Background: an optimization exercise with open tools, aiming at small area. Do not read the settings as production practice. Function was checked by simulation only, so behaviour that the tests miss may differ from the original. Power and IR drop assume default switching activity.

==> flow/design.v <==
module conv_input_cache (
	input  logic                           clk,
	input  logic                           rst_n,
	input  logic [1:0]                     cmd,
	input  logic [32-1:0]            pixel_in,
	output logic [1:0]                     ack,
	output logic [6-1:0]             rom_addr,
	output logic [(8 - 3 + 1)*32-1:0]  out_window,
	output logic                           out_valid
);
	localparam int PW = 32;
	localparam int ROW_BITS = 8 * 32;
	localparam int WB = (8 - 3 + 1) * 32;
	localparam logic [1:0] M_IDLE = 2'd0;
	localparam logic [1:0] M_PRE = 2'd1;
	localparam logic [1:0] M_SHIFT = 2'd2;
	localparam logic [1:0] M_LOAD = 2'd3;
	logic [1:0] mode;
	logic [3:0] cnt;      
	logic [2:0] tl;       
	logic [2:0] old;      
	logic [2:0] sel;      
	logic bias;           
	logic [2:0] ld, rot, en, hd;
	logic idle, shift, rd, row_done, cmd_done;
	logic [1:0] mode_n;
	logic [2:0] old_n, show, turn, ld_n, rot_n;
	assign idle = (mode == M_IDLE);
	assign shift = (mode == M_SHIFT);
	assign rd = mode[0];
	assign row_done = rd && (rom_addr[2:0] == 3'd7);
	always_comb begin
		case (mode)
			M_PRE: cmd_done = row_done && cnt[1];
			M_LOAD: cmd_done = row_done;
			M_SHIFT: cmd_done = cnt[3] && cnt[0];
			default: cmd_done = 1'b0;
		endcase
		mode_n = idle ? cmd : (cmd_done ? M_IDLE : mode);
		old_n = row_done ? {old[1:0], old[2]} : old;
		ld_n = {3{mode_n[0]}} & old_n;
	end
	always_comb begin
		show = ({3{cnt < 4'd3}} & old)
			| ({3{cnt >= 4'd3 && cnt < 4'd6}} & {old[1:0], old[2]})
			| ({3{cnt >= 4'd6 && cnt < 4'd9}} & {old[0], old[2:1]});
		turn[0] = shift && (cnt <= 4'd7);
		turn[1] = (shift && (cnt >= 4'd3)) || (tl == 3'd1);
		turn[2] = (shift && (cnt >= 4'd6)) || ((tl != 3'd0) && (tl <= 3'd4));
		rot_n = ({3{turn[0]}} & old)
			| ({3{turn[1]}} & {old[1:0], old[2]})
			| ({3{turn[2]}} & {old[0], old[2:1]});
	end
	always_ff @(posedge clk or negedge rst_n) begin
		if (!rst_n) begin
			mode <= M_IDLE;
			ack <= 2'd0;
			rom_addr <= '0;
			tl <= 3'd0;
			old <= 3'b001;
			ld <= 3'b000;
			rot <= 3'b000;
			en <= 3'b000;
			hd <= 3'b000;
		end else begin
			ack <= cmd_done ? mode : 2'd0;
			mode <= mode_n;
			if (rd)
				rom_addr <= rom_addr + 1'b1;
			if (shift && cmd_done)
				tl <= 3'd1;
			else if (tl != 3'd0)
				tl <= (tl == 3'd5) ? 3'd0 : tl + 1'b1;
			old <= old_n;
			ld <= ld_n;
			rot <= rot_n;
			en <= ld_n | rot_n;
			hd <= ~(ld_n | rot_n);
		end
	end
	always_ff @(posedge clk) begin
		if (idle)
			cnt <= 4'd0;
		else if (shift || row_done)
			cnt <= cnt + 1'b1;
		sel <= shift ? show : 3'b000;
	end
	logic [ROW_BITS-1:0] row0, row1, row2;
	function automatic logic [ROW_BITS-1:0] row_next(
		input logic [ROW_BITS-1:0] q,
		input logic [PW-1:0] pix,
		input logic l, r, e, h
	);
		row_next[ROW_BITS-PW-1:0] = ({(ROW_BITS-PW){e}} & q[ROW_BITS-1:PW])
			| ({(ROW_BITS-PW){h}} & q[ROW_BITS-PW-1:0]);
		row_next[ROW_BITS-1:ROW_BITS-PW] = ({PW{l}} & pix)
			| ({PW{r}} & q[PW-1:0])
			| ({PW{h}} & q[ROW_BITS-1:ROW_BITS-PW]);
	endfunction
	always_ff @(posedge clk) begin
		row0 <= row_next(row0, pixel_in, ld[0], rot[0], en[0], hd[0]);
		row1 <= row_next(row1, pixel_in, ld[1], rot[1], en[1], hd[1]);
		row2 <= row_next(row2, pixel_in, ld[2], rot[2], en[2], hd[2]);
	end
	assign bias = (tl == 3'd1);
	assign out_valid = (sel != 3'b000) || bias;
	assign out_window = ({WB{sel[0]}} & row0[WB-1:0])
		| ({WB{sel[1]}} & row1[WB-1:0])
		| ({WB{sel[2]}} & row2[WB-1:0])
		| ({WB{bias}} & {(8 - 3 + 1){32'h3F80_0000}});
endmodule
Settings: LEC_CHECK=0, CAP_MARGIN=20, CORE_MARGIN=2, CORE_UTILIZATION=40, SLEW_MARGIN=20; clock period 4.0 ns.
standard.sh (not shown) runs the stock make flow with config.mk's settings and CLKGATE_MAP_FILE= SYNTH_SCRIPT=/design/flow/synth_recipe.tcl, a recipe that flattens the netlist after the stock synthesis.
==> flow/flow/run.sh <==
#!/bin/bash
# Standard ORFS layout, with the port buffers made as buf_1 cells and a
# clock tree of clkbuf_16 cells, each driving up to 30 registers, without
# dummy loads.
cd "$(dirname "$0")/.."
export BUFFER_PORTS_ARGS="-buffer_cell sky130_fd_sc_hd__buf_1"
export CTS_ARGS="-sink_clustering_enable -repair_clock_nets -dont_use_dummy_load -buf_list {sky130_fd_sc_hd__clkbuf_16} -sink_clustering_size 30 -sink_clustering_max_diameter 80"
bash standard.sh > standard.log 2>&1
Change:
--- a/flow/design.v
+++ b/flow/design.v
@@ -17,13 +17,13 @@
 	localparam logic [1:0] M_LOAD = 2'd3;
 	logic [1:0] mode;
 	logic [3:0] cnt;      
 	logic [2:0] tl;       
 	logic [2:0] old;      
 	logic [2:0] sel;      
-	logic bias;           
+	logic bias;
 	logic [2:0] ld, rot, en, hd;
 	logic idle, shift, rd, row_done, cmd_done;
 	logic [1:0] mode_n;
 	logic [2:0] old_n, show, turn, ld_n, rot_n;
 	assign idle = (mode == M_IDLE);
 	assign shift = (mode == M_SHIFT);
@@ -55,12 +55,13 @@
 		if (!rst_n) begin
 			mode <= M_IDLE;
 			ack <= 2'd0;
 			rom_addr <= '0;
 			tl <= 3'd0;
 			old <= 3'b001;
+			out_valid <= 1'b0;
 			ld <= 3'b000;
 			rot <= 3'b000;
 			en <= 3'b000;
 			hd <= 3'b000;
 		end else begin
 			ack <= cmd_done ? mode : 2'd0;
@@ -69,24 +70,26 @@
 				rom_addr <= rom_addr + 1'b1;
 			if (shift && cmd_done)
 				tl <= 3'd1;
 			else if (tl != 3'd0)
 				tl <= (tl == 3'd5) ? 3'd0 : tl + 1'b1;
 			old <= old_n;
+			out_valid <= shift;
 			ld <= ld_n;
 			rot <= rot_n;
 			en <= ld_n | rot_n;
 			hd <= ~(ld_n | rot_n);
 		end
 	end
 	always_ff @(posedge clk) begin
 		if (idle)
 			cnt <= 4'd0;
 		else if (shift || row_done)
 			cnt <= cnt + 1'b1;
 		sel <= shift ? show : 3'b000;
+		bias <= shift && cmd_done;
 	end
 	logic [ROW_BITS-1:0] row0, row1, row2;
 	function automatic logic [ROW_BITS-1:0] row_next(
 		input logic [ROW_BITS-1:0] q,
 		input logic [PW-1:0] pix,
 		input logic l, r, e, h
@@ -99,13 +102,11 @@
 	endfunction
 	always_ff @(posedge clk) begin
 		row0 <= row_next(row0, pixel_in, ld[0], rot[0], en[0], hd[0]);
 		row1 <= row_next(row1, pixel_in, ld[1], rot[1], en[1], hd[1]);
 		row2 <= row_next(row2, pixel_in, ld[2], rot[2], en[2], hd[2]);
 	end
-	assign bias = (tl == 3'd1);
-	assign out_valid = (sel != 3'b000) || bias;
 	assign out_window = ({WB{sel[0]}} & row0[WB-1:0])
 		| ({WB{sel[1]}} & row1[WB-1:0])
 		| ({WB{sel[2]}} & row2[WB-1:0])
 		| ({WB{bias}} & {(8 - 3 + 1){32'h3F80_0000}});
 endmodule
Non-clock buffer count drops by 4.
Register-to-register slack loses 0.03 ns.
Power decreases by about 3%.
Count of clock-buffer cells in the layout decreases by 1.
Sequential share of layout area is about the same.
Design area hardly moves.

==> static timing again, ports no longer ideal <==
How much do the figures lean on ideal ports? The routed layouts below were timed once more, with nothing changed but the port constraints. Step 1 sets driving cells, clkbuf_16 on the clock port and buf_2 on the other inputs (assumed; they add their load-dependent delay and slew). Step 2 moves the port delays by t, midway between the first and last clock arrival at a register: inputs arrive t later, outputs are due t later. That takes back most of the time a late clock gives input paths. a / b / c = ideal ports / drivers / drivers and shift; a / b = the first two.
run | t (ns) | setup WS [ns] | latest minus earliest clock arrival (ns) | slew at the worst register clock pin (ns) | worst slew at a driven data input, ns
the first run | 0.625 | 0.594 / 0.532 / 1.157 | 0.089 / 0.088 | 0.11 / 0.11 | 0.12
the second run | 0.631 | 0.692 / 0.630 / 1.262 | 0.068 / 0.067 | 0.12 / 0.12 | 0.12
After both steps setup and hold are still met in every run listed.
